Source: an optimization exercise on an open RTL-to-GDS flow (aim: small area, a short achievable clock period and few clock cycles per item). Production flows keep margins and buffers that such runs may drop. At most, simulation tests tie the RTL to the original design; equivalence was not proved.

==> inputs of run a <==
## depth_pixel_backprojection
module depth_pixel_backprojection
(
    input  logic              i_clk,
    input  logic              i_rst_n,
    input  logic              i_s_tvalid,
    output logic              o_s_tready,
    input  logic [39:0]       i_s_tdata,    
    output logic              o_m_tvalid,
    input  logic              i_m_tready,
    output logic [63:0]       o_m_tdata,    
    output logic [0:0]        o_m_tuser,    
    input  logic              psel,
    input  logic              penable,
    input  logic              pwrite,
    input  logic [APB_AW-1:0] paddr,
    input  logic [APB_DW-1:0] pwdata,
    output logic [APB_DW-1:0] prdata,
    output logic              pready
);
    localparam int LAT = AXIS_LAT;    
    logic [FOC_W-1:0]  r_focal_x;
    logic [FOC_W-1:0]  r_focal_y;
    logic [CTR_W-1:0]  r_center_x;
    logic [CTR_W-1:0]  r_center_y;
    logic [MAXD_W-1:0] r_max_depth;
    logic              r_wr_en;
    logic [2:0]        r_wr_a;
    logic [CTR_W-1:0]  r_wr_d;
    assign pready = 1'b1;
    always_ff @(posedge i_clk) begin
        if (!i_rst_n) r_wr_en <= 1'b0;
        else          r_wr_en <= psel && penable && pwrite;
        r_wr_a <= paddr[APB_AW-1:2];
  ...
Settings: LEC_CHECK=0, CAP_MARGIN=20, CORE_MARGIN=2, CORE_UTILIZATION=40, SETUP_SLACK_MARGIN=4.3, SLEW_MARGIN=20; clock period 8.0 ns.
standard.sh (not shown) runs the stock make flow with config.mk's settings and CLKGATE_MAP_FILE= SYNTH_SCRIPT=/design/flow/synth_recipe.tcl, a recipe that flattens the netlist after the stock synthesis.
==> flow/flow/run.sh <==
#!/bin/bash
# The standard layout (the standard.sh: ORFS synthesis through finish), with
# one change: the buffers that buffer_ports puts on every input and output port
# are sky130_fd_sc_hd__buf_4 cells instead of the delay buffer it picks by
# default. Everything make and its tools print goes to make.log in this folder;
# ORFS keeps each step's own log under orfs/logs/.
set -euo pipefail
export BUFFER_PORTS_ARGS="-buffer_cell sky130_fd_sc_hd__buf_4"
bash standard.sh > make.log 2>&1
==> inputs of run b, as changes to run a <==
--- a/flow/design.v
+++ b/flow/design.v
@@ -222,80 +222,52 @@
     localparam int LAT = AXIS_LAT;    
     logic [FOC_W-1:0]  r_focal_x;
     logic [FOC_W-1:0]  r_focal_y;
     logic [CTR_W-1:0]  r_center_x;
     logic [CTR_W-1:0]  r_center_y;
     logic [MAXD_W-1:0] r_max_depth;
-    logic              r_wr_en;
-    logic [2:0]        r_wr_a;
-    logic [CTR_W-1:0]  r_wr_d;
+    logic cfg_wr;
     assign pready = 1'b1;
-    always_ff @(posedge i_clk) begin
-        if (!i_rst_n) r_wr_en <= 1'b0;
-        else          r_wr_en <= psel && penable && pwrite;
-        r_wr_a <= paddr[APB_AW-1:2];
-        r_wr_d <= pwdata[CTR_W-1:0];
-    end
+    assign cfg_wr = psel && penable && pwrite;
     always_ff @(posedge i_clk) begin
         if (!i_rst_n) begin
             r_focal_x   <= FOCAL_X_RST;
             r_focal_y   <= FOCAL_Y_RST;
             r_center_x  <= CENTER_X_RST;
             r_center_y  <= CENTER_Y_RST;
             r_max_depth <= MAX_DEPTH_RST;
-        end else if (r_wr_en) begin
-            case (r_wr_a)
-                REG_FOCAL_X:   r_focal_x   <= r_wr_d[FOC_W-1:0];
-                REG_FOCAL_Y:   r_focal_y   <= r_wr_d[FOC_W-1:0];
-                REG_CENTER_X:  r_center_x  <= r_wr_d;
-                REG_CENTER_Y:  r_center_y  <= r_wr_d;
-                REG_MAX_DEPTH: r_max_depth <= r_wr_d[MAXD_W-1:0];
+        end else if (cfg_wr) begin
+            case (paddr[APB_AW-1:2])
+                REG_FOCAL_X:   r_focal_x   <= pwdata[FOC_W-1:0];
+                REG_FOCAL_Y:   r_focal_y   <= pwdata[FOC_W-1:0];
+                REG_CENTER_X:  r_center_x  <= pwdata[CTR_W-1:0];
+                REG_CENTER_Y:  r_center_y  <= pwdata[CTR_W-1:0];
+                REG_MAX_DEPTH: r_max_depth <= pwdata[MAXD_W-1:0];
                 default: ;   
             endcase
         end
     end
-    logic [CTR_W-1:0] rd_val [0:4];
-    always_comb begin
-        rd_val[0] = CTR_W'(r_focal_x);
-        rd_val[1] = CTR_W'(r_focal_y);
-        rd_val[2] = r_center_x;
-        rd_val[3] = r_center_y;
-        rd_val[4] = CTR_W'(r_max_depth);
-        if (r_wr_en) begin
-            case (r_wr_a)
-                REG_FOCAL_X:   rd_val[0] = CTR_W'(r_wr_d[FOC_W-1:0]);
-                REG_FOCAL_Y:   rd_val[1] = CTR_W'(r_wr_d[FOC_W-1:0]);
-                REG_CENTER_X:  rd_val[2] = r_wr_d;
-                REG_CENTER_Y:  rd_val[3] = r_wr_d;
-                REG_MAX_DEPTH: rd_val[4] = CTR_W'(r_wr_d[MAXD_W-1:0]);
-                default: ;
-            endcase
-        end
-    end
     logic [CTR_W-1:0] r_prdata;
     always_ff @(posedge i_clk) begin
         case (paddr[APB_AW-1:2])
-            REG_FOCAL_X:   r_prdata <= rd_val[0];
-            REG_FOCAL_Y:   r_prdata <= rd_val[1];
-            REG_CENTER_X:  r_prdata <= rd_val[2];
-            REG_CENTER_Y:  r_prdata <= rd_val[3];
-            REG_MAX_DEPTH: r_prdata <= rd_val[4];
+            REG_FOCAL_X:   r_prdata <= CTR_W'(r_focal_x);
+            REG_FOCAL_Y:   r_prdata <= CTR_W'(r_focal_y);
+            REG_CENTER_X:  r_prdata <= r_center_x;
+            REG_CENTER_Y:  r_prdata <= r_center_y;
+            REG_MAX_DEPTH: r_prdata <= CTR_W'(r_max_depth);
             default:       r_prdata <= '0;
         endcase
     end
     assign prdata = APB_DW'(r_prdata);
-    localparam int NSV = 4;
-    logic [NSV-1:0] r_sv;         
+    logic           r_sv;         
     logic           r_ov;         
     logic           advance;
-    logic           adv_in;
     logic           r_in_v;
     logic           r0_v;
     logic [LAT-1:0] r_vld;
-    assign advance    = !r_sv[0];
-    assign adv_in     = !r_sv[1];
+    assign advance    = !r_sv;
     assign o_s_tready = advance;
     always_ff @(posedge i_clk) begin
         if (!i_rst_n) begin
             r_in_v <= 1'b0;
             r0_v   <= 1'b0;
             r_vld  <= '0;
@@ -304,13 +276,13 @@
             r0_v   <= r_in_v;
             r_vld  <= {r_vld[LAT-2:0], r0_v};
         end
     end
     logic [39:0] r_in_data;
     always_ff @(posedge i_clk) begin
-        if (adv_in) r_in_data <= i_s_tdata;
+        if (advance) r_in_data <= i_s_tdata;
     end
     logic [DEPTH_W-1:0] s_depth;
     logic               n_ok;
     logic [PIX_W:0]     n_vx, n_vy;
     assign s_depth = r_in_data[15:0];
     assign n_ok = !s_depth[DEPTH_W-1] && (|s_depth[DEPTH_W-2:0]) &&
@@ -329,59 +301,55 @@
         end
     end
     logic [HI_W-1:0] r0_hx, r0_hy;
     logic            r0_sx, r0_sy;
     logic [Z_W-1:0]  r0_z;
     logic [7:0]      r0_bneg, r0_bone, r0_btwo;
-    logic [7:0]      r0_bneg_yn, r0_bone_yn, r0_btwo_yn;
     always_ff @(posedge i_clk) begin
-        if (adv_in) begin
+        if (advance) begin
             r0_sx <= n_vx[PIX_W];
             r0_hx <= n_vx[PIX_W-1:0] ^ {PIX_W{n_vx[PIX_W]}};
             r0_sy <= n_vy[PIX_W];
             r0_hy <= n_vy[PIX_W-1:0] ^ {PIX_W{n_vy[PIX_W]}};
             r0_z  <= n_ok ? s_depth[Z_W-1:0] : '0;
             r0_bneg <= n_bneg;
             r0_bone <= n_bone;
             r0_btwo <= n_btwo;
-            r0_bneg_yn <= ~n_bneg;
-            r0_bone_yn <= ~n_bone;
-            r0_btwo_yn <= ~n_btwo;
         end
     end
     logic [Z_W-1:0] r_z [0:LAT-1];
     always_ff @(posedge i_clk) begin
-        if (adv_in) begin
+        if (advance) begin
             r_z[0] <= r0_z;
             for (int k = 1; k < LAT; k++) r_z[k] <= r_z[k-1];
         end
     end
     logic [COORD_W-1:0] ax_x;
     logic [COORD_W-1:0] ax_y;
     dpb_axis u_axis_x (
         .i_clk    (i_clk),
-        .i_en     (!r_sv[2]),
+        .i_en     (advance),
         .i_h      (r0_hx),
         .i_neg    (r0_sx),
         .i_z      (r0_z),
         .i_bneg   (r0_bneg),
         .i_bone   (r0_bone),
         .i_btwo   (r0_btwo),
         .i_center (r_center_x),
         .i_focal  (r_focal_x),
         .o_coord  (ax_x)
     );
     dpb_axis u_axis_y (
         .i_clk    (i_clk),
-        .i_en     (!r_sv[3]),
+        .i_en     (advance),
         .i_h      (r0_hy),
         .i_neg    (r0_sy),
         .i_z      (r0_z),
-        .i_bneg   (~r0_bneg_yn),
-        .i_bone   (~r0_bone_yn),
-        .i_btwo   (~r0_btwo_yn),
+        .i_bneg   (r0_bneg),
+        .i_bone   (r0_bone),
+        .i_btwo   (r0_btwo),
         .i_center (r_center_y),
         .i_focal  (r_focal_y),
         .o_coord  (ax_y)
     );
     logic        out_ok;
     logic [64:0] n_item;     
@@ -394,22 +362,24 @@
     logic [64:0] r_skid;
     logic        arrive;
     assign arrive = advance && r_vld[LAT-1];
     always_ff @(posedge i_clk) begin
         if (!i_rst_n) begin
             r_ov <= 1'b0;
-            r_sv <= '0;
+            r_sv <= 1'b0;
         end else begin
-            if (!r_ov || i_m_tready)
-                r_ov <= r_sv[0] || arrive;
-            for (int c = 0; c < NSV; c++)
-                r_sv[c] <= r_ov && !i_m_tready && (r_sv[c] || r_vld[LAT-1]);
+            if (!r_ov || i_m_tready) begin
+                r_ov <= r_sv || arrive;
+                r_sv <= 1'b0;
+            end else if (arrive) begin
+                r_sv <= 1'b1;
+            end
         end
     end
     always_ff @(posedge i_clk) begin
-        if (!r_ov || i_m_tready) r_out <= r_sv[0] ? r_skid : n_item;
-        if (!r_sv[0]) r_skid <= n_item;
+        if (!r_ov || i_m_tready) r_out <= r_sv ? r_skid : n_item;
+        if (r_ov && !i_m_tready && arrive) r_skid <= n_item;
     end
     assign o_m_tvalid = r_ov;
     assign o_m_tdata  = r_out[63:0];
     assign o_m_tuser  = r_out[64];
 endmodule
==> flow/run.sh (new file) <==
#!/bin/bash
# synth_recipe.tcl (not shown) runs the flow's synth.tcl, then flattens the netlist and writes it again
# the make line also repeats each setting of config.mk as NAME=value (left out here)
make -C /OpenROAD-flow-scripts/flow DESIGN_CONFIG=/design/flow/config.mk WORK_HOME=/design/flow/orfs CLKGATE_MAP_FILE= SYNTH_SCRIPT=/design/flow/synth_recipe.tcl finish
CORE_UTILIZATION = 55   (was 40)
CTS_BUF_LIST = sky130_fd_sc_hd__clkbuf_8   (was not set)
CTS_CLUSTER_SIZE = 20   (was not set)
removed: flow/flow/run.sh
removed: flow/standard.sh
==> inputs of run c, as changes to run a <==
--- a/flow/design.v
+++ b/flow/design.v
@@ -329,26 +329,22 @@
         end
     end
     logic [HI_W-1:0] r0_hx, r0_hy;
     logic            r0_sx, r0_sy;
     logic [Z_W-1:0]  r0_z;
     logic [7:0]      r0_bneg, r0_bone, r0_btwo;
-    logic [7:0]      r0_bneg_yn, r0_bone_yn, r0_btwo_yn;
     always_ff @(posedge i_clk) begin
         if (adv_in) begin
             r0_sx <= n_vx[PIX_W];
             r0_hx <= n_vx[PIX_W-1:0] ^ {PIX_W{n_vx[PIX_W]}};
             r0_sy <= n_vy[PIX_W];
             r0_hy <= n_vy[PIX_W-1:0] ^ {PIX_W{n_vy[PIX_W]}};
             r0_z  <= n_ok ? s_depth[Z_W-1:0] : '0;
             r0_bneg <= n_bneg;
             r0_bone <= n_bone;
             r0_btwo <= n_btwo;
-            r0_bneg_yn <= ~n_bneg;
-            r0_bone_yn <= ~n_bone;
-            r0_btwo_yn <= ~n_btwo;
         end
     end
     logic [Z_W-1:0] r_z [0:LAT-1];
     always_ff @(posedge i_clk) begin
         if (adv_in) begin
             r_z[0] <= r0_z;
@@ -373,26 +369,23 @@
     dpb_axis u_axis_y (
         .i_clk    (i_clk),
         .i_en     (!r_sv[3]),
         .i_h      (r0_hy),
         .i_neg    (r0_sy),
         .i_z      (r0_z),
-        .i_bneg   (~r0_bneg_yn),
-        .i_bone   (~r0_bone_yn),
-        .i_btwo   (~r0_btwo_yn),
+        .i_bneg   (r0_bneg),
+        .i_bone   (r0_bone),
+        .i_btwo   (r0_btwo),
         .i_center (r_center_y),
         .i_focal  (r_focal_y),
         .o_coord  (ax_y)
     );
     logic        out_ok;
     logic [64:0] n_item;     
     assign out_ok = |r_z[LAT-1];
-    assign n_item = {out_ok, 1'b0,
-                     r_z[LAT-1],
-                     out_ok ? ax_y : {COORD_W{1'b0}},
-                     out_ok ? ax_x : {COORD_W{1'b0}}};
+    assign n_item = {out_ok, 1'b0, r_z[LAT-1], ax_y, ax_x};
     logic [64:0] r_out;
     logic [64:0] r_skid;
     logic        arrive;
     assign arrive = advance && r_vld[LAT-1];
     always_ff @(posedge i_clk) begin
         if (!i_rst_n) begin
==> flow/run.sh (new file) <==
#!/bin/bash
# synth_recipe.tcl (not shown) runs the flow's synth.tcl, then flattens the netlist and writes it again
# the make line also repeats each setting of config.mk as NAME=value (left out here)
make -C /OpenROAD-flow-scripts/flow DESIGN_CONFIG=/design/flow/config.mk WORK_HOME=/design/flow/orfs CLKGATE_MAP_FILE= SYNTH_SCRIPT=/design/flow/synth_recipe.tcl finish
SETUP_SLACK_MARGIN = 4.5   (was 4.3)
removed: flow/flow/run.sh
removed: flow/standard.sh
==> comparison <==
The lowest register-to-register slack belongs to run b, the highest to run c. Synthesized cell count, lowest first: run b, run c, run a. In run b the final cell count is smaller than in run c, by about 7%. In run c the critical path depth is lower than in run b, by 6.
Testbench counts of run c, summed over its fixed seeds: cycles 10,208, items 9,600.
The RTL of run a and run b was laid out without a check of its function.

## what the ideal ports hide
The flow's constraints put no driver on any port. The routed layouts listed below were extracted and timed again, unchanged, in two steps.
Step 1: set_driving_cell puts a clkbuf_16 on i_clk and a buf_2 on each other input, an assumption about the parent block.
Step 2 times the ports against the registers' clock, not the clock port: input delays grow and output delays shrink by t, the midpoint of the rising clock arrivals with the driver on.
Slacks: ideal / step 1 / step 2; pairs: ideal / step 1.
run	shift t [ns]	setup slack, ns	hold WS [ns]	slew at the worst register clock pin (ns)
run a	0.997	4.401 / 4.401 / 4.233	0.380 / 0.380 / 0.380	0.06 / 0.06
run b	1.095	4.247 / 4.247 / 3.482	0.350 / 0.350 / 0.350	0.07 / 0.07
run c	1.001	4.579 / 4.477 / 4.219	0.369 / 0.369 / 0.369	0.07 / 0.07
After both steps setup and hold are still met in every run listed. For run b, which loses most, drivers alone change the setup slack by 0.000 ns; drivers and shift together by -0.765 ns.
